This design comes from an exercise in tuning for small area, a short achievable clock period and few clock cycles on the open sky130 flow, not from production work. The RTL was checked by simulation tests, not by an equivalence proof against the original design. Power figures rest on the tool's default switching activity, not on a simulated workload.

==> maple: inputs <==
==> flow/design.v <==
`timescale 1ns/10ps
package mips_pkg;
  typedef logic [31:0] word_t;
  typedef logic [4:0]  regbits_t;
  typedef logic [15:0] imm16_t;
  typedef enum logic [5:0] {
    RTYPE = 6'b000000,
    ADDIU = 6'b001001,
    SLTI  = 6'b001010,
    SLTIU = 6'b001011,
    ANDI  = 6'b001100,
    ORI   = 6'b001101,
    XORI  = 6'b001110,
    LUI   = 6'b001111,
    HALT  = 6'b111111
  } opcode_t;
  typedef enum logic [5:0] {
    SLL  = 6'b000000,
    SRL  = 6'b000010,
    ADDU = 6'b100001,
    SUBU = 6'b100011,
    AND  = 6'b100100,
    OR   = 6'b100101,
    XOR  = 6'b100110,
    NOR  = 6'b100111,
    SLT  = 6'b101010,
    SLTU = 6'b101011
  } funct_t;
  typedef enum logic [3:0] {
    ALU_SLL,
    ALU_SRL,
    ALU_ADD,
    ALU_SUB,
    ALU_AND,
    ALU_OR,
    ALU_XOR,
    ALU_NOR,
    ALU_SLT,
    ALU_SLTU
  } aluop_t;
  typedef struct packed {
    logic  cyc;
    logic  stb;
    logic  we;
    word_t adr;
  } wb_req_t;
  typedef struct packed {
    logic  ack;
    word_t dat;
  } wb_rsp_t;
  typedef struct packed {
    word_t pc;
    word_t instr;
  } fetch_item_t;
  typedef struct packed {
    logic     valid;
    regbits_t wsel;
    word_t    wdata;
  } retire_t;
endpackage
`timescale 1ns/10ps
`timescale 1ns/10ps
`timescale 1ns/10ps
module register_file (
  input  logic        CLK,
  input  logic [31:1] we_i,
  input  logic [31:0] wdat_i,
  input  logic [31:1] sel1_i,
  input  logic [31:1] sel2_i,
  output logic [31:0] rdat1_o,
  output logic [31:0] rdat2_o
);
  logic [31:0] regs [1:31];
  always_ff @(posedge CLK) begin
    for (int i = 1; i < 32; i++) begin
      if (we_i[i]) regs[i] <= wdat_i;
    end
  end
  always_comb begin
    rdat1_o = '0;
    rdat2_o = '0;
    for (int i = 1; i < 32; i++) begin
      rdat1_o = rdat1_o | ({32{sel1_i[i]}} & regs[i]);
      rdat2_o = rdat2_o | ({32{sel2_i[i]}} & regs[i]);
    end
  end
endmodule
`timescale 1ns/10ps
module alu (
  input  logic [31:0] a_i,
  input  logic [31:0] b_i,    
  input  logic [4:0]  sh_i,
  input  logic        add_i,
  input  logic        sub_i,
  input  logic        inv_i,
  input  logic        and_i,
  input  logic        or_i,
  input  logic        xor_i,
  input  logic        nor_i,
  input  logic        slt_i,
  input  logic        sltu_i,
  input  logic        sll_i,
  input  logic        srl_i,
  output logic [31:0] out_o
);
  logic        inv;
  logic [31:0] bx, g, p, c, sum;
  logic [31:0] gg [0:5];
  logic [31:0] pp [0:5];
  logic        cout, lt, ltu;
  assign inv = inv_i;
  assign bx  = b_i;
  assign g   = a_i & bx;
  assign p   = a_i ^ bx;
  logic [32:0] full;
  assign full = {1'b0, a_i} + {1'b0, bx} + {32'b0, inv};
  assign sum  = full[31:0];
  assign cout = full[32];
  assign ltu  = !cout;
  assign lt   = p[31] ? sum[31] : a_i[31];
  logic [31:0] bs, shl;
  for (genvar i = 0; i < 32; i++) begin : g_rev
    assign bs[i] = srl_i ? b_i[31-i] : b_i[i];
  end
  assign shl = bs << sh_i;
  logic [31:0] shr;
  for (genvar i = 0; i < 32; i++) begin : g_rev_out
    assign shr[i] = shl[31-i];
  end
  assign out_o = ({32{add_i | sub_i}} & sum)
               | ({32{and_i}} & g)
               | ({32{or_i}}  & (g | p))
               | ({32{xor_i}} & p)
               | ({32{nor_i}} & ~(g | p))
               | ({32{sll_i}} & shl)
               | ({32{srl_i}} & shr)
               | {31'b0, (slt_i & lt) | (sltu_i & ltu)};
endmodule
`timescale 1ns/10ps
`timescale 1ns/10ps
module mips_core (
  input  logic              CLK,
  input  logic              nRST,
  output logic [34:0]       wb_req_o,
  input  logic [32:0]       wb_rsp_i,
  output logic [37:0]       retire_o,
  output logic              halt_o
);
  logic        ack;
  logic [31:0] dat;
  assign ack = wb_rsp_i[32];
  assign dat = wb_rsp_i[31:0];
  logic        run_q, done_q;
  logic [29:0] pc_q;
  logic        accept, halt_word;
  assign accept    = run_q && ack;
  assign halt_word = (dat[31:26] == 6'b111111);
  always_ff @(posedge CLK, negedge nRST) begin
    if (!nRST) begin
      run_q  <= 1'b0;
      done_q <= 1'b0;
      pc_q   <= '0;
    end else begin
      if (accept && halt_word) done_q <= 1'b1;
      run_q <= !(done_q || (accept && halt_word));
      if (accept) pc_q <= pc_q + 30'd1;
    end
  end
  assign wb_req_o = {run_q, run_q, 1'b0, pc_q, 2'b00};
  logic        ir_v_q;
  logic [31:0] ir_q;
  logic [31:1] sel_a_q, sel_b_q;
  logic        fa_ex_q, fa_wb_q, fb_ex_q, fb_wb_q;
  logic        ex_wr_q, ex_halt_q;
  logic [4:0]  ex_dst_q, ex_sh_q;
  logic [31:0] ex_a_q, ex_b_q;
  logic        ex_inv_q;
  logic        ex_add_q, ex_sub_q, ex_and_q, ex_or_q, ex_xor_q, ex_nor_q;
  logic        ex_slt_q, ex_sltu_q, ex_sll_q, ex_srl_q;
  logic [31:0] ex_res;
  logic        wb_v_q;
  logic [4:0]  wb_dst_q;
  logic [31:0] wb_dat_q;
  logic        ret_v_q;
  logic [4:0]  ret_dst_q;
  logic [31:0] ret_dat_q;
  logic [31:1] valid_q, valid_d;
  logic [5:0]  op, fn;
  logic [4:0]  rd_dst;
  logic [15:0] imm;
  logic        wr, use_imm, sext, is_lui, is_halt, rd_wr;
  logic        d_add, d_sub, d_and, d_or, d_xor, d_nor, d_slt, d_sltu, d_sll, d_srl;
  assign op  = ir_q[31:26];
  assign fn  = ir_q[5:0];
  assign imm = ir_q[15:0];
  always_comb begin
    use_imm = 1'b1;
    sext    = 1'b0;
    is_lui  = 1'b0;
    is_halt = (op == 6'b111111);
    wr      = 1'b1;
    {d_add, d_sub, d_and, d_or, d_xor, d_nor, d_slt, d_sltu, d_sll, d_srl} = '0;
    case (op)
      6'b000000: begin
        use_imm = 1'b0;
        case (fn)
          6'b000000: d_sll  = 1'b1;
          6'b000010: d_srl  = 1'b1;
          6'b100001: d_add  = 1'b1;
          6'b100011: d_sub  = 1'b1;
          6'b100100: d_and  = 1'b1;
          6'b100101: d_or   = 1'b1;
          6'b100110: d_xor  = 1'b1;
          6'b100111: d_nor  = 1'b1;
          6'b101010: d_slt  = 1'b1;
          6'b101011: d_sltu = 1'b1;
          default:   wr     = 1'b0;
        endcase
      end
      6'b001001: begin d_add  = 1'b1; sext = 1'b1; end
      6'b001010: begin d_slt  = 1'b1; sext = 1'b1; end
      6'b001011: begin d_sltu = 1'b1; sext = 1'b1; end
      6'b001100: d_and = 1'b1;
      6'b001101: d_or  = 1'b1;
      6'b001110: d_xor = 1'b1;
      6'b001111: begin d_or = 1'b1; is_lui = 1'b1; end
      default:   wr = 1'b0;
    endcase
  end
  assign rd_dst = (op == 6'b000000) ? ir_q[15:11] : ir_q[20:16];
  assign rd_wr  = ir_v_q && wr && (rd_dst != 5'd0);
  logic [4:0] f_rs, f_rt;
  logic [5:0] f_op;
  logic       f_no_a, f_no_b;
  assign f_op   = dat[31:26];
  assign f_rs   = dat[25:21];
  assign f_rt   = dat[20:16];
  assign f_no_a = (f_op == 6'b001111);
  assign f_no_b = (f_op != 6'b000000);
  logic [31:1] wb_we;
  for (genvar i = 1; i < 32; i++) begin : g_we
    assign wb_we[i] = wb_v_q && (wb_dst_q == 5'(i));
  end
  assign valid_d = valid_q | wb_we;
  always_ff @(posedge CLK, negedge nRST) begin
    if (!nRST) begin
      ir_v_q  <= 1'b0;
      valid_q <= '0;
    end else begin
      ir_v_q  <= accept;
      valid_q <= valid_d;
    end
  end
  logic f_a_ex, f_a_wb, f_b_ex, f_b_wb;
  assign f_a_ex = !f_no_a && rd_wr   && (rd_dst   == f_rs);
  assign f_a_wb = !f_no_a && ex_wr_q && (ex_dst_q == f_rs) && !f_a_ex;
  assign f_b_ex = !f_no_b && rd_wr   && (rd_dst   == f_rt);
  assign f_b_wb = !f_no_b && ex_wr_q && (ex_dst_q == f_rt) && !f_b_ex;
  always_ff @(posedge CLK) begin
    ir_q <= dat;
    for (int i = 1; i < 32; i++) begin
      sel_a_q[i] <= !f_no_a && (f_rs == 5'(i)) && valid_d[i] && !f_a_ex && !f_a_wb;
      sel_b_q[i] <= !f_no_b && (f_rt == 5'(i)) && valid_d[i] && !f_b_ex && !f_b_wb;
    end
    fa_ex_q <= f_a_ex;
    fa_wb_q <= f_a_wb;
    fb_ex_q <= f_b_ex;
    fb_wb_q <= f_b_wb;
  end
  logic [31:0] rf_a, rf_b, opa, opb, imm_ext;
  register_file i_register_file (
    .CLK     (CLK),
    .we_i    (wb_we),
    .wdat_i  (wb_dat_q),
    .sel1_i  (sel_a_q),
    .sel2_i  (sel_b_q),
    .rdat1_o (rf_a),
    .rdat2_o (rf_b)
  );
  assign imm_ext = is_lui ? {imm, 16'h0000} : {{16{sext & imm[15]}}, imm};
  assign opa = ({32{fa_ex_q}} & ex_res) | ({32{fa_wb_q}} & wb_dat_q) | rf_a;
  assign opb = ({32{fb_ex_q}} & ex_res) | ({32{fb_wb_q}} & wb_dat_q) | rf_b
             | ({32{use_imm}} & imm_ext);
  logic d_inv;
  assign d_inv = d_sub | d_slt | d_sltu;
  always_ff @(posedge CLK, negedge nRST) begin
    if (!nRST) begin
      ex_wr_q   <= 1'b0;
      ex_halt_q <= 1'b0;
    end else begin
      ex_wr_q   <= rd_wr;
      ex_halt_q <= (ir_v_q && is_halt) || ex_halt_q;
    end
  end
  always_ff @(posedge CLK) begin
    ex_dst_q  <= rd_dst;
    ex_sh_q   <= ir_q[10:6];
    ex_a_q    <= opa;
    ex_b_q    <= opb ^ {32{d_inv}};
    ex_inv_q  <= d_inv;
    ex_add_q  <= d_add;
    ex_sub_q  <= d_sub;
    ex_and_q  <= d_and;
    ex_or_q   <= d_or;
    ex_xor_q  <= d_xor;
    ex_nor_q  <= d_nor;
    ex_slt_q  <= d_slt;
    ex_sltu_q <= d_sltu;
    ex_sll_q  <= d_sll;
    ex_srl_q  <= d_srl;
  end
  alu i_alu (
    .a_i    (ex_a_q),
    .b_i    (ex_b_q),
    .sh_i   (ex_sh_q),
    .add_i  (ex_add_q),
    .sub_i  (ex_sub_q),
    .inv_i  (ex_inv_q),
    .and_i  (ex_and_q),
    .or_i   (ex_or_q),
    .xor_i  (ex_xor_q),
    .nor_i  (ex_nor_q),
    .slt_i  (ex_slt_q),
    .sltu_i (ex_sltu_q),
    .sll_i  (ex_sll_q),
    .srl_i  (ex_srl_q),
    .out_o  (ex_res)
  );
  logic wb_halt_q, halt_q;
  always_ff @(posedge CLK, negedge nRST) begin
    if (!nRST) begin
      wb_v_q    <= 1'b0;
      wb_halt_q <= 1'b0;
      ret_v_q   <= 1'b0;
      halt_q    <= 1'b0;
    end else begin
      wb_v_q    <= ex_wr_q;
      ret_v_q   <= wb_v_q;
      if (ex_halt_q) wb_halt_q <= 1'b1;
      if (wb_halt_q) halt_q    <= 1'b1;
    end
  end
  always_ff @(posedge CLK) begin
    wb_dst_q  <= ex_dst_q;
    wb_dat_q  <= ex_res;
    ret_dst_q <= wb_dst_q;
    ret_dat_q <= wb_dat_q;
  end
  assign retire_o = {ret_v_q, ret_dst_q, ret_dat_q};
  assign halt_o   = halt_q;
endmodule
==> flow/flow/run.sh <==
#!/bin/bash
# The standard layout (standard synthesis unchanged) with two changes:
# repair_timing aims at a larger setup margin so that it optimises the design
# below the 10 ns period, and clock tree synthesis uses clkbuf_8 clusters
# without dummy loads. Make's full output goes to standard_make.log here.
set -euo pipefail
bash standard.sh \
  SETUP_SLACK_MARGIN=6.8 \
  CTS_ARGS="-sink_clustering_enable -repair_clock_nets -dont_use_dummy_load -sink_clustering_size 25 -sink_clustering_max_diameter 70 -buf_list sky130_fd_sc_hd__clkbuf_16" \
  finish > standard_make.log 2>&1
==> flow/standard.sh <==
#!/bin/bash
# synth_recipe.tcl (not shown) runs the flow's synth.tcl, then flattens the netlist and writes it again
# the make line also repeats each setting of config.mk as NAME=value (left out here)
make -C /OpenROAD-flow-scripts/flow DESIGN_CONFIG=/design/flow/config.mk WORK_HOME=/design/flow/orfs CLKGATE_MAP_FILE= SYNTH_SCRIPT=/design/flow/synth_recipe.tcl "${@:-finish}"
==> flow/config.mk <==
export PLATFORM = sky130hd
export DESIGN_NAME = mips_core
export DESIGN_NICKNAME = mips_core
export VERILOG_FILES = /design/flow/design.v
export SDC_FILE = /design/flow/constraint.sdc
export NUM_CORES = 4
export LEC_CHECK = 0
export CAP_MARGIN = 20
export CORE_MARGIN = 2
export CORE_UTILIZATION = 65
export PLACE_DENSITY = 0.75
export SLEW_MARGIN = 20
==> flow/constraint.sdc <==
create_clock -name core_clock -period 10.0 [get_ports {CLK}]
set_input_delay 2.0000 -clock core_clock [delete_from_list [all_inputs] [get_ports {CLK}]]
set_output_delay 2.0000 -clock core_clock [all_outputs]
set_load 0.01 [all_outputs]
==> delta: changes against maple <==
--- a/flow/flow/run.sh
+++ b/flow/flow/run.sh
@@ -7,3 +7,3 @@
 bash standard.sh \
-  SETUP_SLACK_MARGIN=6.8 \
+  SETUP_SLACK_MARGIN=7.0 \
   CTS_ARGS="-sink_clustering_enable -repair_clock_nets -dont_use_dummy_load -sink_clustering_size 25 -sink_clustering_max_diameter 70 -buf_list sky130_fd_sc_hd__clkbuf_16" \
Settings changed: CORE_UTILIZATION 65 to 50, PLACE_DENSITY 0.75 to 0.6.
==> notes.md <==
- maple produced a clean layout. delta passed the timing, design-rule and antenna checks.
- In delta the maximum frequency is lower than in maple, by 3.7%.
- Against maple, the wire length of delta is larger by 5.6%.
- Against delta, the setup slack of maple is better by 130 ps.
- Between delta and maple, the lower cell area is in maple (gap 3.8%, measured against maple).
- Sequential power is about the same in delta and maple.
Testbench counts of maple, summed over its fixed seeds: cycles 36,530.
Testbench counts of delta, summed over its fixed seeds: cycles 36,530.

## separate check: timing with driven ports
No port has a modelled driver above. Below, the same layouts with a new extraction and two added sets of constraints.
Step 1, drivers: a clkbuf_16 drives CLK and a buf_2 each remaining input, both assumed.
Step 2 adds t to the input delays and takes it off the output delays; t is the mean of the earliest and latest rising clock arrival at the registers after step 1. Input paths then give back, and output paths get back, about the clock's delay inside the block.
Slacks: ideal / step 1 / step 2; pairs: ideal / step 1.
run | shift t [ns] | slack for setup (ns) | worst slew at a driven data input, ns
maple | 0.747 | 6.554 / 6.554 / 6.153 | 0.07
delta | 0.788 | 6.422 / 6.422 / 6.277 | 0.06
After both steps setup and hold are still met in every run listed. For maple, which loses most, drivers alone change the setup slack by 0.000 ns; drivers and shift together by -0.401 ns.
